Context: an optimization exercise on an open-source flow, tuned for small area, a short achievable clock period and few clock cycles per item. The choices shown serve that exercise and are no tape-out recipe.
Function was not checked in any run shown here: the RTL went through the layout flow alone.

==> flow/design.v, too long to show whole: its modules and the start of the top module <==
// module seq_mac_unit: 486 lines
// module csa_fa: 4 lines
// module csa_ha: 4 lines
// module prefix_add: 302 lines
module seq_mac_unit (
    input  logic        clk_i,
    input  logic        rst_i,
    input  logic        MUL_Start_STRB_i,
    input  logic [81:0] a_i,
    input  logic [81:0] b_i,
    input  logic [81:0] acc_i,
    output logic        MUL_Done_STRB_o,
    output logic [81:0] out_o,
    output logic        busy_o
);
  // ...
==> flow/flow/run.sh <==
#!/bin/bash
# Own flow: the standard layout (standard.sh, unchanged synthesis and
# steps), with one change: the port buffers that ORFS inserts before global
# placement are plain sky130_fd_sc_hd__buf_1 cells instead of the default
# choice. Every input and output port still gets its own buffer.
# The full make output goes to standard.log; ORFS's per-step logs stay
# under orfs/logs/.
set -euo pipefail
bash standard.sh "BUFFER_PORTS_ARGS=-buffer_cell sky130_fd_sc_hd__buf_1" finish > standard.log 2>&1
==> flow/standard.sh <==
#!/bin/bash
# synth_recipe.tcl (not shown) runs the flow's synth.tcl, then flattens the netlist and writes it again
# the make line also repeats each setting of config.mk as NAME=value (left out here)
make -C /OpenROAD-flow-scripts/flow DESIGN_CONFIG=/design/flow/config.mk WORK_HOME=/design/flow/orfs CLKGATE_MAP_FILE= SYNTH_SCRIPT=/design/flow/synth_recipe.tcl "${@:-finish}"
==> flow/config.mk <==
export PLATFORM = sky130hd
export DESIGN_NAME = seq_mac_unit
export DESIGN_NICKNAME = seq_mac_unit
export VERILOG_FILES = /design/flow/design.v
export SDC_FILE = /design/flow/constraint.sdc
export NUM_CORES = 4
export LEC_CHECK = 0
export CAP_MARGIN = 20
export CORE_MARGIN = 2
export CORE_UTILIZATION = 50
export SETUP_SLACK_MARGIN = 4.35
export SLEW_MARGIN = 20
export SYNTH_HIERARCHICAL = 1
==> flow/constraint.sdc <==
create_clock -name core_clock -period 8.0 [get_ports {clk_i}]
set_input_delay 1.6000 -clock core_clock [delete_from_list [all_inputs] [get_ports {clk_i}]]
set_output_delay 1.6000 -clock core_clock [all_outputs]
set_load 0.01 [all_outputs]
==> summary.md, run 1 <==
| Metric | Value |
|---|---|
| Status | `finished clean` |
| Max H-tree Level | `2` |
| Fin crit period | `3.57 ns` |
| Biggest regs | `P_q: 68 flops, c_q: 42 flops` |
| Met3 wire length | `6.98 mm` |
| Worst slew pin tran | `1.09 ns` |
| Most flop-heavy register | `P_q` |
| Number of port buffers | `250` |
| Area of the multi-input gates | `15900 sq um` |
| Data buffer area share | `5.42%` |
| Hold path depth | `1` |
| Via count | `17.6k` |
| Layout net count | `2939` |
| Global-route wire length before repair | `112 mm` |
| TritonCTS buffer count | `35` |
| Worst Path Max Fanout | `73` |
| Core Rows | `80` |
| Clock Root Buffer | `clkbuf_16` |
| Cell family with most CP delay | `flip-flops` |
| Reg2Reg Launch Point | `x1_q[4]$_DFF_P_` |
| DR pass1 iterations | `7` |
| Sequential standard cell area | `7210 sq um` |
| Setup WS pre-CTS | `3.75 ns` |
| Non-clock buffers | `287` |
==> inputs of run 2 (changes only) <==
--- a/flow/design.v
+++ b/flow/design.v
@@ -13,27 +13,23 @@
     localparam int NSTEP = 3;
     localparam int CNTW = $clog2(NSTEP + 1);
     logic [40:0]  A_q;
     logic [28:0] B_q;    
     logic [81:0]  P_q;
     logic [41:0] c_q;
     logic         rc_q;
     logic [K-1:0] RC_q;
-    logic         busy_q, done_q, fin_q;
+    logic         busy_q, done_q;
     logic [CNTW-1:0] cnt_q;
     logic [6:0] x1_q, x2_q, neg_q;
     logic [6:0] x1_n, x2_n, neg_n;    
     logic [K:0] nb;
     logic [41:0] ax;
     assign ax = {A_q[40], A_q};
-    logic [40:0] An_q;
-    logic [41:0] axn;
-    assign axn = {An_q[40], An_q};
-    localparam logic [6:0] SINV = 7'b1110000;
     logic [41:0] pp0;
     logic [41:0] pp1;
     logic [41:0] pp2;
     logic [41:0] pp3;
     logic [41:0] pp4;
     logic [41:0] pp5;
     logic [41:0] pp6;
     assign nb = busy_q ? B_q[14:0] : {b_i[13:0], 1'b0};
@@ -51,25 +47,25 @@
     assign pp2      = (({42{x1_q[2]}} & ax) | ({42{x2_q[2]}} & {ax[40:0], 1'b0})) ^ {42{neg_q[2]}};
     assign x1_n[3]  = nb[6] ^ nb[7];
     assign x2_n[3]  = (nb[8] & ~nb[7] & ~nb[6]) | (~nb[8] & nb[7] & nb[6]);
     assign neg_n[3] = nb[8];
     assign pp3      = (({42{x1_q[3]}} & ax) | ({42{x2_q[3]}} & {ax[40:0], 1'b0})) ^ {42{neg_q[3]}};
     assign x1_n[4]  = nb[8] ^ nb[9];
     assign x2_n[4]  = (nb[10] & ~nb[9] & ~nb[8]) | (~nb[10] & nb[9] & nb[8]);
     assign neg_n[4] = nb[10];
-    assign pp4      = ~(({42{x1_q[4]}} | axn) & ({42{x2_q[4]}} | {axn[40:0], 1'b1})) ^ {42{~neg_q[4]}};
+    assign pp4      = (({42{x1_q[4]}} & ax) | ({42{x2_q[4]}} & {ax[40:0], 1'b0})) ^ {42{neg_q[4]}};
     assign x1_n[5]  = nb[10] ^ nb[11];
     assign x2_n[5]  = (nb[12] & ~nb[11] & ~nb[10]) | (~nb[12] & nb[11] & nb[10]);
     assign neg_n[5] = nb[12];
-    assign pp5      = ~(({42{x1_q[5]}} | axn) & ({42{x2_q[5]}} | {axn[40:0], 1'b1})) ^ {42{~neg_q[5]}};
+    assign pp5      = (({42{x1_q[5]}} & ax) | ({42{x2_q[5]}} & {ax[40:0], 1'b0})) ^ {42{neg_q[5]}};
     assign x1_n[6]  = nb[12] ^ nb[13];
     assign x2_n[6]  = (nb[14] & ~nb[13] & ~nb[12]) | (~nb[14] & nb[13] & nb[12]);
     assign neg_n[6] = nb[14];
-    assign pp6      = ~(({42{x1_q[6]}} | axn) & ({42{x2_q[6]}} | {axn[40:0], 1'b1})) ^ {42{~neg_q[6]}};
+    assign pp6      = (({42{x1_q[6]}} & ax) | ({42{x2_q[6]}} & {ax[40:0], 1'b0})) ^ {42{neg_q[6]}};
     logic fs0, fc0, fs1, fc1, fs2, fc2, fs3, fc3, fs4, fc4, fs5, fc5, fs6, fc6, fs7, fc7, fs8, fc8, fs9, fc9, fs10, fc10, fs11, fc11, fs12, fc12, fs13, fc13, fs14, fc14, fs15, fc15, fs16, fc16, fs17, fc17, fs18, fc18, fs19, fc19, fs20, fc20, fs21, fc21, fs22, fc22, fs23, fc23, fs24, fc24, fs25, fc25, fs26, fc26, fs27, fc27, fs28, fc28, fs29, fc29, fs30, fc30, fs31, fc31, fs32, fc32, fs33, fc33, fs34, fc34, fs35, fc35, fs36, fc36, fs37, fc37, fs38, fc38, fs39, fc39, fs40, fc40, fs41, fc41, fs42, fc42, fs43, fc43, fs44, fc44, fs45, fc45, fs46, fc46, fs47, fc47, fs48, fc48, fs49, fc49, fs50, fc50, fs51, fc51, fs52, fc52, fs53, fc53, fs54, fc54, fs55, fc55, fs56, fc56, fs57, fc57, fs58, fc58, fs59, fc59, fs60, fc60, fs61, fc61, fs62, fc62, fs63, fc63, fs64, fc64, fs65, fc65, fs66, fc66, fs67, fc67, fs68, fc68, fs69, fc69, fs70, fc70, fs71, fc71, fs72, fc72, fs73, fc73, fs74, fc74, fs75, fc75, fs76, fc76, fs77, fc77, fs78, fc78, fs79, fc79, fs80, fc80, fs81, fc81, fs82, fc82, fs83, fc83, fs84, fc84, fs85, fc85, fs86, fc86, fs87, fc87, fs88, fc88, fs89, fc89, fs90, fc90, fs91, fc91, fs92, fc92, fs93, fc93, fs94, fc94, fs95, fc95, fs96, fc96, fs97, fc97, fs98, fc98, fs99, fc99, fs100, fc100, fs101, fc101, fs102, fc102, fs103, fc103, fs104, fc104, fs105, fc105, fs106, fc106, fs107, fc107, fs108, fc108, fs109, fc109, fs110, fc110, fs111, fc111, fs112, fc112, fs113, fc113, fs114, fc114, fs115, fc115, fs116, fc116, fs117, fc117, fs118, fc118, fs119, fc119, fs120, fc120, fs121, fc121, fs122, fc122, fs123, fc123, fs124, fc124, fs125, fc125, fs126, fc126, fs127, fc127, fs128, fc128, fs129, fc129, fs130, fc130, fs131, fc131, fs132, fc132, fs133, fc133, fs134, fc134, fs135, fc135, fs136, fc136, fs137, fc137, fs138, fc138, fs139, fc139, fs140, fc140, fs141, fc141, fs142, fc142, fs143, fc143, fs144, fc144, fs145, fc145, fs146, fc146, fs147, fc147, fs148, fc148, fs149, fc149, fs150, fc150, fs151, fc151, fs152, fc152, fs153, fc153, fs154, fc154, fs155, fc155, fs156, fc156, fs157, fc157, fs158, fc158, fs159, fc159, fs160, fc160, fs161, fc161, fs162, fc162, fs163, fc163, fs164, fc164, fs165, fc165, fs166, fc166, fs167, fc167, fs168, fc168, fs169, fc169, fs170, fc170, fs171, fc171, fs172, fc172, fs173, fc173, fs174, fc174, fs175, fc175, fs176, fc176, fs177, fc177, fs178, fc178, fs179, fc179, fs180, fc180, fs181, fc181, fs182, fc182, fs183, fc183, fs184, fc184, fs185, fc185, fs186, fc186, fs187, fc187, fs188, fc188, fs189, fc189, fs190, fc190, fs191, fc191, fs192, fc192, fs193, fc193, fs194, fc194, fs195, fc195, fs196, fc196, fs197, fc197, fs198, fc198, fs199, fc199, fs200, fc200, fs201, fc201, fs202, fc202, fs203, fc203, fs204, fc204, fs205, fc205, fs206, fc206, fs207, fc207, fs208, fc208, fs209, fc209, fs210, fc210, fs211, fc211, fs212, fc212, fs213, fc213, fs214, fc214, fs215, fc215, fs216, fc216, fs217, fc217, fs218, fc218, fs219, fc219, fs220, fc220, fs221, fc221, fs222, fc222, fs223, fc223, fs224, fc224, fs225, fc225, fs226, fc226, fs227, fc227, fs228, fc228, fs229, fc229, fs230, fc230, fs231, fc231, fs232, fc232, fs233, fc233, fs234, fc234, fs235, fc235, fs236, fc236, fs237, fc237, fs238, fc238, fs239, fc239, fs240, fc240, fs241, fc241, fs242, fc242, fs243, fc243, fs244, fc244, fs245, fc245, fs246, fc246, fs247, fc247, fs248, fc248, fs249, fc249, fs250, fc250, fs251, fc251, fs252, fc252, fs253, fc253, fs254, fc254, fs255, fc255, fs256, fc256, fs257, fc257, fs258, fc258, fs259, fc259, fs260, fc260, fs261, fc261, fs262, fc262, fs263, fc263, fs264, fc264, fs265, fc265, fs266, fc266, fs267, fc267, fs268, fc268, fs269, fc269, fs270, fc270, fs271, fc271, fs272, fc272, fs273, fc273, fs274, fc274, fs275, fc275, fs276, fc276, fs277, fc277, fs278, fc278, fs279, fc279, fs280, fc280, fs281, fc281, fs282, fc282, fs283, fc283, fs284, fc284, fs285, fc285, fs286, fc286, fs287, fc287, fs288, fc288, fs289, fc289, fs290, fc290, fs291, fc291, fs292, fc292, fs293, fc293, fs294, fc294, fs295, fc295, fs296, fc296, fs297, fc297, fs298, fc298, fs299, fc299, fs300, fc300, fs301, fc301, fs302, fc302, fs303, fc303, fs304, fc304, fs305, fc305, fs306, fc306, fs307, fc307, fs308, fc308, fs309, fc309, fs310, fc310, fs311, fc311, fs312, fc312, fs313, fc313, fs314, fc314, fs315, fc315, fs316, fc316, fs317, fc317, fs318, fc318, fs319, fc319, fs320, fc320, fs321, fc321, fs322, fc322, fs323, fc323, fs324, fc324, fs325, fc325, fs326, fc326, fs327, fc327, fs328, fc328, fs329, fc329, fs330, fc330, fs331, fc331, fs332, fc332, fs333, fc333, fs334, fc334, fs335, fc335, fs336, fc336, fs337, fc337, fs338, fc338, fs339, fc339, fs340, fc340, fs341, fc341, fs342, fc342;
     csa_ha ufs0 (.a(P_q[12]), .b(c_q[12]), .s(fs0), .co(fc0));
     csa_ha ufs1 (.a(P_q[13]), .b(c_q[13]), .s(fs1), .co(fc1));
     csa_ha ufs2 (.a(P_q[14]), .b(c_q[14]), .s(fs2), .co(fc2));
     csa_ha ufs3 (.a(P_q[15]), .b(c_q[15]), .s(fs3), .co(fc3));
     csa_ha ufs4 (.a(P_q[16]), .b(c_q[16]), .s(fs4), .co(fc4));
     csa_ha ufs5 (.a(P_q[17]), .b(c_q[17]), .s(fs5), .co(fc5));
     csa_ha ufs6 (.a(P_q[18]), .b(c_q[18]), .s(fs6), .co(fc6));
@@ -93,27 +89,27 @@
     csa_ha ufs24 (.a(P_q[36]), .b(c_q[36]), .s(fs24), .co(fc24));
     csa_ha ufs25 (.a(P_q[37]), .b(c_q[37]), .s(fs25), .co(fc25));
     csa_ha ufs26 (.a(P_q[38]), .b(c_q[38]), .s(fs26), .co(fc26));
     csa_ha ufs27 (.a(P_q[39]), .b(c_q[39]), .s(fs27), .co(fc27));
     csa_ha ufs28 (.a(P_q[40]), .b(c_q[40]), .s(fs28), .co(fc28));
     csa_ha ufs29 (.a(P_q[41]), .b(c_q[41]), .s(fs29), .co(fc29));
     csa_ha ufs30 (.a(P_q[6]), .b(c_q[6]), .s(fs30), .co(fc30));
     csa_ha ufs31 (.a(P_q[7]), .b(c_q[7]), .s(fs31), .co(fc31));
-    csa_fa ufs32 (.a(P_q[8]), .b(c_q[8]), .c(~neg_q[4]), .s(fs32), .co(fc32));
+    csa_fa ufs32 (.a(P_q[8]), .b(c_q[8]), .c(neg_q[4]), .s(fs32), .co(fc32));
     csa_ha ufs33 (.a(pp0[8]), .b(pp1[6]), .s(fs33), .co(fc33));
     csa_fa ufs34 (.a(P_q[9]), .b(c_q[9]), .c(pp0[9]), .s(fs34), .co(fc34));
     csa_ha ufs35 (.a(pp1[7]), .b(pp2[5]), .s(fs35), .co(fc35));
-    csa_fa ufs36 (.a(P_q[10]), .b(c_q[10]), .c(~neg_q[5]), .s(fs36), .co(fc36));
+    csa_fa ufs36 (.a(P_q[10]), .b(c_q[10]), .c(neg_q[5]), .s(fs36), .co(fc36));
     csa_fa ufs37 (.a(pp0[10]), .b(pp1[8]), .c(pp2[6]), .s(fs37), .co(fc37));
     csa_ha ufs38 (.a(pp3[4]), .b(pp4[2]), .s(fs38), .co(fc38));
     csa_fa ufs39 (.a(P_q[11]), .b(c_q[11]), .c(pp0[11]), .s(fs39), .co(fc39));
     csa_fa ufs40 (.a(pp1[9]), .b(pp2[7]), .c(pp3[5]), .s(fs40), .co(fc40));
     csa_ha ufs41 (.a(pp4[3]), .b(pp5[1]), .s(fs41), .co(fc41));
-    csa_fa ufs42 (.a(~neg_q[6]), .b(fs0), .c(pp0[12]), .s(fs42), .co(fc42));
+    csa_fa ufs42 (.a(neg_q[6]), .b(fs0), .c(pp0[12]), .s(fs42), .co(fc42));
     csa_fa ufs43 (.a(pp1[10]), .b(pp2[8]), .c(pp3[6]), .s(fs43), .co(fc43));
     csa_fa ufs44 (.a(pp4[4]), .b(pp5[2]), .c(pp6[0]), .s(fs44), .co(fc44));
     csa_fa ufs45 (.a(fc0), .b(fs1), .c(pp0[13]), .s(fs45), .co(fc45));
     csa_fa ufs46 (.a(pp1[11]), .b(pp2[9]), .c(pp3[7]), .s(fs46), .co(fc46));
     csa_fa ufs47 (.a(pp4[5]), .b(pp5[3]), .c(pp6[1]), .s(fs47), .co(fc47));
     csa_fa ufs48 (.a(fc1), .b(fs2), .c(pp0[14]), .s(fs48), .co(fc48));
     csa_fa ufs49 (.a(pp1[12]), .b(pp2[10]), .c(pp3[8]), .s(fs49), .co(fc49));
     csa_fa ufs50 (.a(pp4[6]), .b(pp5[4]), .c(pp6[2]), .s(fs50), .co(fc50));
@@ -422,70 +418,63 @@
     always_comb begin
         P_step = {cs_s[13], cs_s[12], cs_s[11], cs_s[10], cs_s[9], cs_s[8], cs_s[7], cs_s[6], cs_s[5], cs_s[4], cs_s[3], cs_s[2], cs_s[1], cs_s[0], X[13], X[12], X[11], X[10], X[9], X[8], X[7], X[6], X[5], X[4], X[3], X[2], X[1], X[0], P_q[67], P_q[66], P_q[65], P_q[64], P_q[63], P_q[62], P_q[61], P_q[60], P_q[59], P_q[58], P_q[57], P_q[56], P_q[55], cs_s[54], cs_s[53], cs_s[52], cs_s[51], cs_s[50], cs_s[49], cs_s[48], cs_s[47], cs_s[46], cs_s[45], cs_s[44], cs_s[43], cs_s[42], cs_s[41], cs_s[40], cs_s[39], cs_s[38], cs_s[37], cs_s[36], cs_s[35], cs_s[34], cs_s[33], cs_s[32], cs_s[31], cs_s[30], cs_s[29], cs_s[28], cs_s[27], cs_s[26], cs_s[25], cs_s[24], cs_s[23], cs_s[22], cs_s[21], cs_s[20], cs_s[19], cs_s[18], cs_s[17], cs_s[16], cs_s[15], cs_s[14]};
             P_step[40] = last ? P_q[54] : cs_s[54];
     end
     always_ff @(posedge clk_i or posedge rst_i) begin
         if (rst_i) begin
             busy_q <= 1'b0;
             done_q <= 1'b0;
-            fin_q  <= 1'b0;
             cnt_q  <= '0;
         end else begin
-            done_q <= fin_q;
-            fin_q  <= busy_q & ~fin_q & last;
+            done_q <= busy_q & last;
             if (busy_q) begin
-                busy_q <= ~fin_q;
+                busy_q <= ~last;
                 cnt_q  <= cnt_q + CNTW'(1);
             end else begin
                 busy_q <= MUL_Start_STRB_i;
                 cnt_q  <= '0;
             end
         end
     end
     localparam logic [81:0] LATE = 82'b1111111111111100000000000000000000000000011111111111111111111111111111111111111111;
     localparam logic [81:0] OVLM = 82'b0000000000000000000000000000000000000000010000000000000000000000000000000000000000;
     logic [81:0] P_alt, P_d, P_late_sel;
     always_comb begin
-        P_alt = busy_q ? P_q : acc_i;
-        if (fin_q) begin
-            P_alt[39:0] = X[53:14];
-            P_alt[81:68] = X[13:0];
-        end else if (busy_q) begin
-            P_alt = P_step;
-            if (last) P_alt[40] = P_q[54];
-        end
-        P_late_sel = {82{busy_q & ~fin_q}} & LATE & ~({82{last}} & OVLM);
+        P_alt = busy_q ? P_step : acc_i;
+        if (busy_q & last) P_alt[40] = P_q[54];
+        P_late_sel = {82{busy_q}} & LATE & ~({82{last}} & OVLM);
         P_d = (P_late_sel & P_step) | (~P_late_sel & P_alt);
     end
     always_ff @(posedge clk_i) begin
         if (busy_q | MUL_Start_STRB_i) P_q <= P_d;
     end
     always_ff @(posedge clk_i) begin
         if (busy_q) begin
             B_q  <= {{K{B_q[28]}}, B_q[28:K]};
             c_q  <= cs_c[55:K];
             rc_q <= rc_n;
             RC_q <= cs_c[13:0];
-            x1_q <= x1_n ^ SINV;
-            x2_q <= x2_n ^ SINV;
-            neg_q <= neg_n ^ SINV;
+            x1_q <= x1_n;
+            x2_q <= x2_n;
+            neg_q <= neg_n;
         end else begin
             A_q  <= a_i[40:0];
-            An_q <= ~a_i[40:0];
             B_q  <= {b_i[40], b_i[40:13]};
-            c_q  <= 42'(1) << 41;
-            rc_q <= 1'b0;
-            RC_q <= '0;
-            x1_q <= x1_n ^ SINV;
-            x2_q <= x2_n ^ SINV;
-            neg_q <= neg_n ^ SINV;
+            if (MUL_Start_STRB_i) begin
+                c_q  <= 42'(1) << 41;
+                rc_q <= 1'b0;
+                RC_q <= '0;
+            end
+            x1_q <= x1_n;
+            x2_q <= x2_n;
+            neg_q <= neg_n;
         end
     end
-    assign out_o = {P_q[39:0], P_q[81:40]};
+    assign out_o = {X[53:0], P_q[67:40]};
     assign MUL_Done_STRB_o = done_q;
     assign busy_o = busy_q;
 endmodule
 module csa_fa (input logic a, b, c, output logic s, co);
     assign s  = a ^ b ^ c;
     assign co = (a & b) | (a & c) | (b & c);
 endmodule
 module csa_ha (input logic a, b, output logic s, co);
==> flow/config.mk (replaced) <==
export PLATFORM = sky130hd
export DESIGN_NAME = seq_mac_unit
export DESIGN_NICKNAME = seq_mac_unit
export VERILOG_FILES = /design/flow/design.v
export SDC_FILE = /design/flow/constraint.sdc
export NUM_CORES = 4
export LEC_CHECK = 0
export CAP_MARGIN = 20
export CORE_MARGIN = 2
export CORE_UTILIZATION = 50
export SETUP_SLACK_MARGIN = 3.8
export SLEW_MARGIN = 20
export SYNTH_HIERARCHICAL = 1
==> summary.md, run 2 <==
| Metric | Value |
|---|---|
| Status | `finished clean (unchanged)` |
| IO Count | `333 (unchanged)` |
| Crit. path cell count | `17 (was 2)` |
| Reg clk slew, reported paths | `0.06 ns (about the same)` |
| Commonest non-fill, non-tap cell in the layout | `xnor2_1 (unchanged)` |
| Startpoint Class | `register (unchanged)` |
| Maxcap violations | `0 (unchanged)` |
| DRT Wirelength | `70.3 mm (was 75.0 mm)` |
| Routed length per instance | `25.9 um (was 25.6 um)` |
| Worst Path Buf+Inv | `7 (was 2)` |
| CP required | `6.40 ns (about the same)` |
| Final slew viol count | `0 (unchanged)` |
| Most flop-heavy register | `P_q (unchanged)` |
| Worst Path Max Fanout | `4 (was 73)` |
| Mapped cell area | `23100 sq um (was 24300 sq um)` |
| Cell family with most CP delay | `compound AO/OA/AOI/OAI gates (was flip-flops)` |
| DR pass1 iterations | `6 (was 7)` |
| Worst r2r dst | `P_q[2]$_DFFE_PP_ (was P_q[5]$_DFFE_PP_)` |
| Die X | `219 um (was 224 um)` |
| Via density | `5.97 (was 6.02)` |
| Remaining antenna violation count | `0 (unchanged)` |
| Yosys warnings | `7 (unchanged)` |
| Fillers | `3951 (was 4157)` |
| Critical Path End Type | `output port (unchanged)` |
| Reg2Reg Launch Point | `x2_q[0]$_DFF_P_ (was x1_q[4]$_DFF_P_)` |
| Worst setup endpoint | `out_o[74] (was busy_o)` |
| CTS hold repair buffers | `0 (unchanged)` |
| Worst EP arrival | `3.82 ns (was 1.97 ns)` |
| Clock Root Buffer | `clkbuf_16 (unchanged)` |
| Max H-tree Level | `1 (was 2)` |
| # diodes | `0 (was 2)` |
| Hold Crit Class | `reg -> reg (unchanged)` |
| Initial antenna violation count | `1 (was 3)` |
| Count of final hold-check violations | `0 (unchanged)` |
| TritonCTS buffer count | `29 (was 35)` |
| Vias in the first global route | `17.3k (was 18.2k)` |
| Max-slew headroom | `22.4% (was 27.1%)` |
| Max reg flops | `82 (was 68)` |
| Layout overhead on the synthesized area | `13.0% (was 10.7%)` |
| Worst slew pin tran | `1.16 ns (was 1.09 ns)` |
| F_max | `184 MHz (was 280 MHz)` |
| Commonest non-fill, non-tap cells in the layout | `xnor2_1, fa_1, a22oi_1, buf_1, edfxtp_1 (was xnor2_1, fa_1, buf_1, edfxtp_1, a22oi_1)` |
| Via count | `16.2k (was 17.6k)` |
| Final non-filler cell total | `2708 (was 2931)` |
| Fin crit period | `5.42 ns (was 3.57 ns)` |
| Setup violators final | `0 (unchanged)` |
| Core Rows | `78 (was 80)` |
| Synth Instances | `1922 (was 2137)` |
| Crit path kind | `reg -> out (unchanged)` |
| Number of port buffers | `250 (unchanged)` |
| Path depth of the worst reg2reg path | `7 (was 9)` |
| Half-perimeter wire length after placement | `49.6 mm (was 53.8 mm)` |
| Total grt overflow | `0 (unchanged)` |
| Global-route wire length before repair | `106 mm (was 112 mm)` |
| CTS max path bufs | `3 (unchanged)` |
| Master of the slowest instance on the critical path | `edfxtp_1 (was dfrtp_4)` |
| Critical Path Most Common Cell | `buf_6` |
| GP Congestion | `0.903 (was 0.910)` |
| Layout cells sized above 1 | `16.8% (was 6.18%)` |
| Dpl cells | `2606 (was 2852)` |
| Detailed Route Iter0 Violations | `1613 (was 1658)` |
| Starting density of the core | `50.7% (was 50.8%)` |
| CTS tree | `done (unchanged)` |
| Final Skew | `0.0222 ns (was 0.0215 ns)` |
| Die ar. | `47900 sq um (was 50400 sq um)` |
| GRT Resource Usage Total | `29.8% (about the same)` |
| RSZ-0062 raised after global routing | `yes (unchanged)` |
| DRC errors left | `0 (unchanged)` |
| Worst path cell trace | `inv_2 > fa_2 > inv_2 > fa_2 > a211oi_2 > o211ai_1 > nand4_1 > buf_6 > buf_6 > a21boi_4 > buf_12 > o21ai_4 > a31oi_4 > buf_6 > o41ai_4 > xnor2_1 > buf_2 (was buf_16 > buf_1)` |
| Clock Latency Late Sink | `0.59 ns (was 0.57 ns)` |
| CP Launch Point | `P_q[68]$_DFFE_PP_ (was busy_q$_DFF_PP0_)` |
| Flop-to-flop setup slack | `4.00 ns (was 4.44 ns)` |
| Clock Sinks | `232 (was 275)` |
| Slowest cell delay on critical path | `0.37 ns (was 0.72 ns)` |
| Die height | `219 um (was 224 um)` |
| Period utilisation layout | `67.8% (was 44.7%)` |
| Fin Setup TNS | `0 ns (unchanged)` |
| Pin count of the biggest net entering global routing | `75 (was 74)` |
| Mean Syn Cell Area | `12.0 sq um (was 11.4 sq um)` |
| Core area | `45500 sq um (was 47800 sq um)` |
| Biggest regs | `P_q: 82 flops, c_q: 42 flops, A_q: 41 flops (was P_q: 68 flops, c_q: 42 flops)` |
| Layout net count | `2738 (was 2939)` |
==> run 2: cell types whose count changed in the layout (fill, tap and decap cells not counted), sizes merged, moves of 19 or more <==
cell   previous run  this run
nand2            82        33
o22ai           121         1
mux2i            82        15
dfxtp           105        48
nor2             51        32
inv             103        57
buf             282       315
o21ai            89        39
mux2             14        96
a22oi           161       280
==> run 2: layout make-up <==
type / count / area, sq um / area share, %
Multi-Input combinational cell: 1454 / 16000 / 61.5
Tap cell: 600 / 751 / 2.88
Inverter: 53 / 199 / 0.763
Sequential cell: 232 / 6490 / 24.9
Timing Repair Buffer: 315 / 1640 / 6.31
Clock buffer: 35 / 811 / 3.11
Clock inverter: 19 / 126 / 0.485
==> run 2: how the worst min path moves through the flow <==
stage,from,to,slack (ns),cells past startpoint
floorplan,cnt_q[0]$_DFF_PP0_,cnt_q[0]$_DFF_PP0_,0.40,1
global placement,cnt_q[0]$_DFF_PP0_,cnt_q[0]$_DFF_PP0_,0.41,1
detailed placement,cnt_q[0]$_DFF_PP0_,cnt_q[0]$_DFF_PP0_,0.41,1
CTS,cnt_q[0]$_DFF_PP0_,cnt_q[0]$_DFF_PP0_,0.43,1
global route,cnt_q[0]$_DFF_PP0_,cnt_q[0]$_DFF_PP0_,0.44,1
finish,cnt_q[0]$_DFF_PP0_,cnt_q[0]$_DFF_PP0_,0.43,1
==> run 2: repair_timing <==
| item | 4_1_cts | 5_1_grt |
|---|---|---|
| setup endpoints to repair | 61 | 53 |
| resized for setup | 124 | 51 |
| setup buffers | 36 | 12 |
| pin swaps | 50 | 40 |
==> run 2: layer usage <==
metal	wire (um)	up-vias	GRT usage, %
met1	28500	8164	40.4
met4	3120	2	11.5
li1	-	7090	-
met5	16	-	0
met3	5620	153	5.75
met2	33100	771	47.6
==> run 2: metrics by stage <==
stage	util, %	cell area, sq um	setup slack, ns	hold slack, ns
2_1_floorplan	-	23100	3.80	0.397
3_3_place_gp	52.9	24100	2.52	0.409
3_5_place_dp	52.9	24100	2.55	0.410
4_1_cts	56.6	25800	2.66	0.426
5_1_grt	57.3	26100	2.48	0.437
6_report	57.3	26100	2.58	0.428
==> inputs of run 3 (changes only) <==
--- a/flow/config.mk
+++ b/flow/config.mk
@@ -8,6 +8,6 @@
 export CAP_MARGIN = 20
 export CORE_MARGIN = 2
 export CORE_UTILIZATION = 50
-export SETUP_SLACK_MARGIN = 3.8
+export SETUP_SLACK_MARGIN = 4.1
 export SLEW_MARGIN = 20
 export SYNTH_HIERARCHICAL = 1
==> summary.md, run 3 <==
| Metric | Value |
|---|---|
| DRC errors left | `0 (unchanged)` |
| Die height | `219 um (unchanged)` |
| Commonest non-fill, non-tap cells in the layout | `xnor2_1, fa_1, a22oi_1, buf_1, edfxtp_1 (unchanged)` |
| Half-perimeter wire length after placement | `50.3 mm (was 49.6 mm)` |
| Die ar. | `47900 sq um (unchanged)` |
| Setup violators final | `0 (unchanged)` |
| Fin Setup TNS | `0 ns (unchanged)` |
| Total grt overflow | `0 (unchanged)` |
| Flop-to-flop setup slack | `4.21 ns (was 4.00 ns)` |
| CP required | `6.40 ns (about the same)` |
| Core Rows | `78 (unchanged)` |
| DRT Wirelength | `70.5 mm (was 70.3 mm)` |
| # diodes | `0 (unchanged)` |
| Reg clk slew, reported paths | `0.06 ns (about the same)` |
| Worst Path Max Fanout | `6 (was 4)` |
| Starting density of the core | `50.7% (unchanged)` |
| Hold Crit Class | `reg -> reg (unchanged)` |
| Core area | `45500 sq um (unchanged)` |
| Die X | `219 um (unchanged)` |
| Initial antenna violation count | `1 (unchanged)` |
| Count of final hold-check violations | `0 (unchanged)` |
| Detailed Route Iter0 Violations | `1388 (was 1613)` |
| Number of port buffers | `250 (unchanged)` |
| PnR worst setup slack | `2.67 ns (was 2.58 ns)` |
| Yosys warnings | `7 (unchanged)` |
| Final Skew | `0.0253 ns (was 0.0222 ns)` |
| Max H-tree Level | `1 (unchanged)` |
| Layout net count | `2732 (was 2738)` |
| Worst path cell trace | `ha_4 > a21o_1 > a221o_1 > a221oi_4 > buf_4 > a21bo_4 > a211oi_2 > a211o_4 > or4_4 > o311ai_2 > buf_2 (was inv_2 > fa_2 > inv_2 > fa_2 > a211oi_2 > o211ai_1 > nand4_1 > buf_6 > buf_6 > a21boi_4 > buf_12 > o21ai_4 > a31oi_4 > buf_6 > o41ai_4 > xnor2_1 > buf_2)` |
| Status | `finished clean (unchanged)` |
| Max-slew headroom | `36.6% (was 22.4%)` |
| Worst Path Buf+Inv | `2 (was 7)` |
| Clock Sinks | `232 (unchanged)` |
| Most flop-heavy register | `P_q (unchanged)` |
| Synth Instances | `1922 (unchanged)` |
| Cell family with most CP delay | `compound AO/OA/AOI/OAI gates (unchanged)` |
| Worst EP arrival | `3.73 ns (was 3.82 ns)` |
| Pin count of the biggest net entering global routing | `69 (was 75)` |
| Crit path kind | `reg -> out (unchanged)` |
| DR pass1 iterations | `6 (unchanged)` |
| Routed length per instance | `26.1 um (was 25.9 um)` |
| Worst setup endpoint | `out_o[78] (was out_o[74])` |
| Mean Syn Cell Area | `12.0 sq um (unchanged)` |
| GRT Resource Usage Total | `29.9% (was 29.8%)` |
| Final slew viol count | `0 (unchanged)` |
| Via count | `16.2k (about the same)` |
| Clock Root Buffer | `clkbuf_16 (unchanged)` |
| IO Count | `333 (unchanged)` |
| Layout overhead on the synthesized area | `13.0% (about the same)` |
| Startpoint Class | `register (unchanged)` |
| Mapped cell area | `23100 sq um (unchanged)` |
| Worst slew pin tran | `0.951 ns (was 1.16 ns)` |
| CTS max path bufs | `3 (unchanged)` |
| Setup WS pre-CTS | `2.57 ns (was 2.55 ns)` |
| RSZ-0062 raised after global routing | `yes (unchanged)` |
| Path depth of the worst reg2reg path | `19 (was 7)` |
| Slowest cell delay on critical path | `0.45 ns (was 0.37 ns)` |
| TritonCTS buffer count | `27 (was 29)` |
| Remaining antenna violation count | `0 (unchanged)` |
| Crit. path cell count | `11 (was 17)` |
| GP Congestion | `0.893 (was 0.903)` |
| F_max | `188 MHz (was 184 MHz)` |
| Worst r2r dst | `rc_q$_SDFFCE_PN0P_ (was P_q[2]$_DFFE_PP_)` |
| Commonest non-fill, non-tap cell in the layout | `xnor2_1 (unchanged)` |
| Layout cells sized above 1 | `16.7% (was 16.8%)` |
| Reg2Reg Launch Point | `rc_q$_SDFFCE_PN0P_ (was x2_q[0]$_DFF_P_)` |
| Biggest regs | `P_q: 82 flops, c_q: 42 flops, A_q: 41 flops (unchanged)` |
| CTS tree | `done (unchanged)` |
| Master of the slowest instance on the critical path | `edfxtp_1 (unchanged)` |
| Global-route wire length before repair | `106 mm (about the same)` |
| Period utilisation layout | `66.7% (was 67.8%)` |
| Clock Latency Late Sink | `0.59 ns (about the same)` |
| Fin crit period | `5.33 ns (was 5.42 ns)` |
| CP Launch Point | `RC_q[9]$_SDFFCE_PN0P_ (was P_q[68]$_DFFE_PP_)` |
| Critical Path End Type | `output port (unchanged)` |
| Maxcap violations | `0 (unchanged)` |
| Max reg flops | `82 (unchanged)` |
| Via density | `6.00 (was 5.97)` |
| Fin Hold WS | `0.424 ns (was 0.428 ns)` |
| Vias in the first global route | `17.0k (was 17.3k)` |
[run 3: area by class of cell]
| cell class | count | area [sq um] |
|---|---|---|
| Clock buffer | 34 | 818 |
| Sequential cell | 232 | 6510 |
| Timing Repair Buffer | 311 | 1580 |
| Clock inverter | 14 | 156 |
| Multi-Input combinational cell | 1454 | 16000 |
| Tap cell | 600 | 751 |
| Inverter | 53 | 199 |
| Fill cell | 3946 | 19400 |
[run 3: metrics by stage]
step                      instances  utilization (%)  instance area (sq um)
after floorplan                1928                -                  23300
after global placement         2610             53.3                  24300
after detailed placement       2610             53.3                  24300
after CTS                      2684             56.6                  25700
after global routing           2698             57.3                  26100
final                          2698             57.3                  26100
[run 3: timing repair]
item / CTS / global route
setup buffers: 26 / 14
hold buffers: 0 / 0
pin swaps: 29 / 26
gates resized for setup: 82 / 61
endpoints found under the setup margin: 114 / 102
[run 3: worst min path at each step]
| stage | start | to | cells after the start |
|---|---|---|---|
| after CTS | cnt_q[0]$_DFF_PP0_ | cnt_q[0]$_DFF_PP0_ | 1 |
| after floorplan | cnt_q[0]$_DFF_PP0_ | cnt_q[0]$_DFF_PP0_ | 1 |
| after detailed placement | cnt_q[0]$_DFF_PP0_ | cnt_q[0]$_DFF_PP0_ | 1 |
| final | cnt_q[0]$_DFF_PP0_ | cnt_q[0]$_DFF_PP0_ | 1 |
| after global placement | cnt_q[0]$_DFF_PP0_ | cnt_q[0]$_DFF_PP0_ | 1 |
| after global routing | cnt_q[0]$_DFF_PP0_ | cnt_q[0]$_DFF_PP0_ | 1 |
[run 3: routing by layer]
| layer | vias up | routed length [um] | global-route usage [%] |
|---|---|---|---|
| met4 | 2 | 2380 | 9.32 |
| met1 | 8214 | 29100 | 41.4 |
| met5 | - | 12 | 0 |
| li1 | 7079 | - | - |
| met3 | 122 | 5880 | 5.76 |
| met2 | 779 | 33200 | 47.5 |

==> static timing again, ports no longer ideal <==
In the flow no input, the clock included, has a driving cell. The finished layouts below were timed again as built, in two steps.
Step 1 assumes that a clkbuf_16 drives the clock port and a buf_2 every other input.
Step 2 adds t to the input delays and takes it off the output delays; t is the mean of the earliest and latest rising clock arrival at the registers after step 1. Input paths then give back, and output paths get back, about the clock's delay inside the block.
Slacks: ideal / step 1 / step 2; pairs: ideal / step 1.
run | shift t [ns] | setup WS [ns] | hold slack, ns | worst setup path after step 2 | pins driven straight from the clock port
run 1 | 0.614 | 4.426 / 4.369 / 4.445 | 0.431 / 0.431 / 0.431 | register to register | 1
run 2 | 0.642 | 2.577 / 2.517 / 3.159 | 0.428 / 0.428 / 0.428 | register to output | 1
run 3 | 0.641 | 2.668 / 2.609 / 3.250 | 0.424 / 0.424 / 0.424 | register to output | 1
After both steps setup and hold are still met in every run listed.
